From an optimization exercise on the open Yosys and OpenROAD flow, aimed at small area, a short achievable clock period and few clock cycles; shortcuts taken in it are not production practice.
In this exercise RTL edits were held to simulation tests only and were not proved equivalent to the original.
Power and IR drop assume default switching activity.

==> flow/design.v <==
`timescale 1ns / 1ps
`default_nettype none
package rhpm_pkg;
   localparam logic [7:0] OPEN_MARK  = 8'h5B;
   localparam logic [7:0] CLOSE_MARK = 8'h5D;
   localparam logic [8:0]  SKIP_MAX  = 9'd511;
   localparam logic [15:0] TOTAL_MAX = 16'hFFFF;
endpackage
`default_nettype wire
`timescale 1ns / 1ps
`default_nettype none
module rolling_hash_pattern_marker_core (
   input  wire logic        clock,
   input  wire logic        reset,
   input  wire logic        req_valid,
   output logic             req_stall,
   input  wire logic [7:0]  req_text_byte,
   input  wire logic        req_end_of_line,
   input  wire logic        req_clear_total,
   output logic             rsp_valid,
   input  wire logic        rsp_stall,
   output logic [7:0]       rsp_out_byte,
   output logic             rsp_line_done,
   output logic             rsp_line_matched,
   output logic [15:0]      rsp_total_matches,
   input  wire logic        csr_valid,
   output logic             csr_ready,
   input  wire logic [2:0]  csr_index,
   input  wire logic [63:0] csr_data
);
   logic [7:0]  pat_ff [16];
   logic        pv_lo_ff, pv_hi_ff;
   logic [3:0]  mm1_ff;                  
   logic        sv_ff, hv_ff;
   logic [7:0]  sb_ff, hb_ff;
   logic        se_ff, sc_ff, he_ff, hc_ff;
   logic [7:0]  w_ff [16];
   logic [14:0] dv_ff;
   logic [3:0]  f_ff;                    
   logic        full_ff;                 
   logic        mm_ff;                   
   logic        sz_ff;                   
   logic        sle_ff;                  
   logic [8:0]  skip_ff;
   logic        matched_ff;
   logic [15:0] total_ff;
   logic        busy_ff;
   logic        br_ff;                   
   logic        cl_ff;                   
   logic        beol_ff;                 
   logic        bm_ff;                   
   logic [3:0]  r_ff;
   logic [3:0]  ki_ff;
   logic        ov_ff;
   logic [7:0]  ob_ff;
   logic        od_ff, om_ff;
   logic        csr_wr;
   logic        cr_ff;                   
   assign csr_ready = cr_ff;
   assign csr_wr    = csr_valid && cr_ff;
   assign req_stall = hv_ff;
   logic        out_free, accept, proc, s_load, wait_c;
   logic [7:0]  c;
   logic        eol, clr;
   assign out_free = !ov_ff || !rsp_stall;
   assign accept   = req_valid && !hv_ff;
   assign c        = sb_ff;
   assign eol      = se_ff;
   assign clr      = sc_ff;
   logic [15:0] eq, dn;
   logic        cz, match, may_match;
   assign cz = (c == 8'd0);
   always_comb begin
      for (int i = 0; i < 16; i++) begin
         if ((i < 8) ? pv_lo_ff : pv_hi_ff) begin
            eq[i] = (c == pat_ff[i]);
         end else begin
            eq[i] = cz;
         end
      end
      dn[0] = eq[0];
      for (int i = 1; i < 16; i++) begin
         dn[i] = dv_ff[i-1] & eq[i];
      end
   end
   logic [15:0] sel_m, sel_p;
   logic        eq_m, mm_nx;
   always_comb begin
      for (int i = 0; i < 16; i++) begin
         sel_m[i] = (mm1_ff == 4'(i));
         sel_p[i] = (mm1_ff == 4'(i + 1));
      end
   end
   assign eq_m      = |(sel_m & eq);
   assign match     = mm_ff && eq_m;
   assign mm_nx     = (mm1_ff == 4'd0) || |(sel_p & dn);
   assign may_match = mm_ff;
   logic        full, s_le_f, s_zero;
   logic [3:0]  fl_idx;
   logic [9:0]  skip_sum;
   assign full     = full_ff;
   assign s_zero   = sz_ff;
   assign s_le_f   = sle_ff;
   assign fl_idx   = f_ff - skip_ff[3:0];
   assign skip_sum = {1'b0, skip_ff} + {6'd0, mm1_ff};
   assign wait_c = busy_ff && (may_match || clr || (eol ? s_le_f : (full && s_zero)));
   assign proc   = sv_ff && out_free && !wait_c;
   assign s_load = proc || !sv_ff;
   logic [3:0]  widx;
   logic [7:0]  wbyte;
   assign widx  = busy_ff ? ki_ff : (mm1_ff - 4'd1);
   assign wbyte = (!busy_ff && (mm1_ff == 4'd0)) ? c : w_ff[widx];
   logic        fsz;
   assign fsz = full && s_zero;
   logic        ld;
   logic [7:0]  nb;
   logic        nd, nm;
   always_comb begin
      ld = 1'b0;
      nb = wbyte;
      nd = 1'b0;
      nm = 1'b0;
      if (busy_ff) begin
         ld = out_free;
         if (cl_ff) begin
            nb = rhpm_pkg::CLOSE_MARK;
            nd = beol_ff;
            nm = beol_ff;
         end else begin
            nd = !br_ff && (r_ff == 4'd0);
            nm = !br_ff && (r_ff == 4'd0) && bm_ff;
         end
      end else if (proc) begin
         if (match) begin
            ld = 1'b1;
            nb = rhpm_pkg::OPEN_MARK;
         end else begin
            ld = full && s_zero;
            nd = eol && (mm1_ff == 4'd0);
            nm = eol && (mm1_ff == 4'd0) && matched_ff;
         end
      end
   end
   always_ff @(posedge clock) begin
      if (csr_wr && (csr_index == 3'd0)) begin
         for (int k = 0; k < 8; k++) pat_ff[k] <= csr_data[8*k +: 8];
      end
      if (csr_wr && (csr_index == 3'd1)) begin
         for (int k = 0; k < 8; k++) pat_ff[8+k] <= csr_data[8*k +: 8];
      end
   end
   always_ff @(posedge clock) begin
      if (reset) begin
         pv_lo_ff <= 1'b0;
         pv_hi_ff <= 1'b0;
         mm1_ff   <= 4'd0;
      end else if (csr_wr) begin
         case (csr_index)
            3'd0: pv_lo_ff <= 1'b1;
            3'd1: pv_hi_ff <= 1'b1;
            3'd2: begin
               if (csr_data[4:0] == 5'd0) mm1_ff <= 4'd0;
               else if (csr_data[4]) mm1_ff <= 4'd15;
               else mm1_ff <= csr_data[3:0] - 4'd1;
            end
            default: ;
         endcase
      end
   end
   always_ff @(posedge clock) begin
      if (reset) begin
         sv_ff <= 1'b0;
         cr_ff <= 1'b1;
         hv_ff <= 1'b0;
      end else if (s_load) begin
         sv_ff <= hv_ff || accept;
         cr_ff <= !(hv_ff || accept);
         hv_ff <= 1'b0;
      end else if (accept) begin
         hv_ff <= 1'b1;
      end
      if (s_load) begin
         if (hv_ff) begin
            sb_ff <= hb_ff;
            se_ff <= he_ff;
            sc_ff <= hc_ff;
         end else begin
            sb_ff <= req_text_byte;
            se_ff <= req_end_of_line;
            sc_ff <= req_clear_total;
         end
      end
      if (accept) begin
         hb_ff <= req_text_byte;
         he_ff <= req_end_of_line;
         hc_ff <= req_clear_total;
      end
   end
   always_ff @(posedge clock) begin
      if (proc) begin
         w_ff[0] <= c;
         for (int i = 1; i < 16; i++) w_ff[i] <= w_ff[i-1];
      end
   end
   logic [3:0]  f_nx;
   logic        full_nx;
   logic [8:0]  skip_m, skip_nm, skip_nx;
   logic        sz_nm, sle_nm, sz_nx, sle_nx;
   assign f_nx    = full ? f_ff : (f_ff + 4'd1);
   assign full_nx = full || ((f_ff + 4'd1) == mm1_ff);
   assign skip_m  = (skip_sum > 10'd510) ? 9'd510 : skip_sum[8:0];
   assign skip_nm = (full && !s_zero) ? (skip_ff - 9'd1) : skip_ff;
   assign sz_nm   = s_zero || (full && (skip_ff == 9'd1));
   assign sle_nm  = (skip_nm <= {5'd0, f_nx});
   assign skip_nx = match ? skip_m : skip_nm;
   assign sz_nx   = match ? (s_zero && (mm1_ff == 4'd0)) : sz_nm;
   assign sle_nx  = match ? (s_zero && full_nx) : sle_nm;
   logic [15:0] total_inc, total_nx;
   assign total_inc = (total_ff == rhpm_pkg::TOTAL_MAX) ? total_ff : (total_ff + 16'd1);
   assign total_nx  = clr ? {15'd0, match} : (match ? total_inc : total_ff);
   always_ff @(posedge clock) begin
      if (reset) begin
         dv_ff      <= '0;
         f_ff       <= '0;
         sz_ff      <= 1'b1;
         sle_ff     <= 1'b1;
         skip_ff    <= '0;
         matched_ff <= 1'b0;
         total_ff   <= '0;
      end else if (proc) begin
         total_ff <= total_nx;
         if (eol) begin
            dv_ff      <= '0;
            f_ff       <= '0;
            sz_ff      <= 1'b1;
            sle_ff     <= 1'b1;
            skip_ff    <= '0;
            matched_ff <= 1'b0;
         end else begin
            dv_ff   <= dn[14:0];
            f_ff    <= f_nx;
            skip_ff <= skip_nx;
            sz_ff   <= sz_nx;
            sle_ff  <= sle_nx;
            if (match) matched_ff <= 1'b1;
         end
      end
   end
   always_ff @(posedge clock) begin
      if (reset) begin
         full_ff <= 1'b1;
         mm_ff   <= 1'b1;
      end else if (proc) begin
         full_ff <= eol ? (mm1_ff == 4'd0) : full_nx;
         mm_ff   <= eol ? (mm1_ff == 4'd0) : mm_nx;
      end else if (csr_wr && (csr_index == 3'd2)) begin
         full_ff <= (csr_data[4:0] <= 5'd1);
         mm_ff   <= (csr_data[4:0] <= 5'd1);
      end
   end
   always_ff @(posedge clock) begin
      if (reset) begin
         busy_ff <= 1'b0;
      end else if (busy_ff) begin
         if (out_free && (cl_ff || (!br_ff && (r_ff == 4'd0)))) begin
            busy_ff <= 1'b0;
         end
      end else if (proc) begin
         busy_ff <= match || (eol && s_le_f && !(fsz && (mm1_ff == 4'd0)));
      end
      if (busy_ff) begin
         if (out_free && !cl_ff) begin
            if (r_ff == 4'd0) begin
               cl_ff <= 1'b1;
            end else begin
               r_ff <= r_ff - 4'd1;
            end
            if (!proc) ki_ff <= ki_ff - 4'd1;
         end
      end else begin
         br_ff   <= match;
         cl_ff   <= 1'b0;
         beol_ff <= eol;
         bm_ff   <= matched_ff;
         r_ff    <= match ? mm1_ff : fsz ? (mm1_ff - 4'd1) : fl_idx;
         ki_ff   <= match ? mm1_ff : fsz ? (mm1_ff - 4'd1) : fl_idx;
      end
   end
   always_ff @(posedge clock) begin
      if (reset) begin
         ov_ff <= 1'b0;
      end else if (ld) begin
         ov_ff <= 1'b1;
      end else if (!rsp_stall) begin
         ov_ff <= 1'b0;
      end
      if (ld) begin
         ob_ff <= nb;
         od_ff <= nd;
         om_ff <= nm;
      end
   end
   assign rsp_valid         = ov_ff;
   assign rsp_out_byte      = ob_ff;
   assign rsp_line_done     = od_ff;
   assign rsp_line_matched  = om_ff;
   assign rsp_total_matches = total_ff;
endmodule
`default_nettype wire
export LEC_CHECK = 0
export CAP_MARGIN = 20
export CORE_MARGIN = 2
export CORE_UTILIZATION = 55
export CTS_BUF_LIST = sky130_fd_sc_hd__clkbuf_8
export CTS_CLUSTER_DIAMETER = 60
export CTS_CLUSTER_SIZE = 15
export GPL_TIMING_DRIVEN = 0
export PLACE_DENSITY = 0.65
export SLEW_MARGIN = 20
create_clock -name core_clock -period 11.0 [get_ports {clock}]
standard.sh (not shown) runs the stock make flow with config.mk's settings and CLKGATE_MAP_FILE= SYNTH_SCRIPT=/design/flow/synth_recipe.tcl, a recipe that flattens the netlist after the stock synthesis.
==> flow/flow/run.sh <==
#!/bin/bash
set -euo pipefail
export SETUP_SLACK_MARGIN=7.6
export BUFFER_PORTS_ARGS="-buffer_cell sky130_fd_sc_hd__buf_1"
bash standard.sh > standard.log 2>&1
The first run ran to the end with no violations.
Testbench counts at the start, summed over its fixed seeds: cycles 16,069.
==> next run, changes <==
- CTS_BUF_LIST: sky130_fd_sc_hd__clkbuf_8 -> not set
- CTS_CLUSTER_DIAMETER: 60 -> 80
- CTS_CLUSTER_SIZE: 15 -> 20
- GPL_TIMING_DRIVEN: 0 -> not set
Result: The changed run went through all stages and came out clean. Flip-flop and latch count stays the same. Maximum frequency came out higher by 0.93%. Synthesized area does not change. Global-route usage came out lower by 2.7 points. Combinational power came out lower by 14%. Synthesized cell count is unchanged. Via count came out lower by 4.3%. Non-clock buffer count came out lower by 64. Design area came out lower by 3.4%. Sequential power hardly moves. Routed wire length came out lower by 10%.
==> next run, changes <==
- CORE_UTILIZATION: 55 -> 50
- CTS_BUF_LIST: not set -> sky130_fd_sc_hd__clkbuf_8
- CTS_CLUSTER_DIAMETER: 80 -> 60
- CTS_CLUSTER_SIZE: 20 -> 15
- PLACE_DENSITY: 0.65 -> 0.6
Effect: Fmax is lower by a few percent. Worst hold slack got worse by 8.7 ps. Via count is lower slightly. Register-to-register slack improved by 70 ps. Utilization is lower by 5.4 points. Combinational power is higher slightly.
==> next run, changes <==
- CORE_UTILIZATION: 50 -> 60
- PLACE_DENSITY: 0.6 -> 0.7
=> Worst hold slack improved by 4.1 ps; final cell count shrinks by 4.8%; count of clock-buffer cells in the layout grows by 1; final area stays flat; power grows by 1.7%; sequential power barely changes; wire length shrinks by 3.7%.

## static timing again, ports no longer ideal
The flow's constraints put no driver on any port. The routed layouts listed below were extracted and timed again, unchanged, in two steps. Step 1 (the two cells are an assumption about what drives the block):
set clk [get_ports {clock}]
set_driving_cell -lib_cell sky130_fd_sc_hd__clkbuf_16 $clk
set_driving_cell -lib_cell sky130_fd_sc_hd__buf_2 [delete_from_list [all_inputs] $clk]
Step 2 also shifts input and output timing later by t, the mid clock arrival at the registers, as if the neighbouring blocks saw the same clock. Slacks: ideal / step 1 / step 2; pairs: ideal / step 1.
| run | t, ns | slack for setup (ns) | hold WS [ns] | slew at the worst register clock pin (ns) |
|---|---|---|---|---|
| the first run | 0.663 | 7.613 / 7.564 / 6.992 | 0.453 / 0.453 / 0.453 | 0.10 / 0.10 |
| the second run | 0.570 | 7.644 / 7.606 / 7.099 | 0.445 / 0.445 / 0.445 | 0.09 / 0.09 |
| the third run | 0.659 | 7.569 / 7.522 / 7.034 | 0.436 / 0.436 / 0.436 | 0.11 / 0.11 |
| the fourth run | 0.645 | 7.639 / 7.596 / 7.045 | 0.440 / 0.440 / 0.440 | 0.10 / 0.10 |
After both steps setup and hold are still met in every run listed. The setup slack of the first run, which loses most, moves by -0.049 ns with the drivers and by -0.621 ns with both steps.
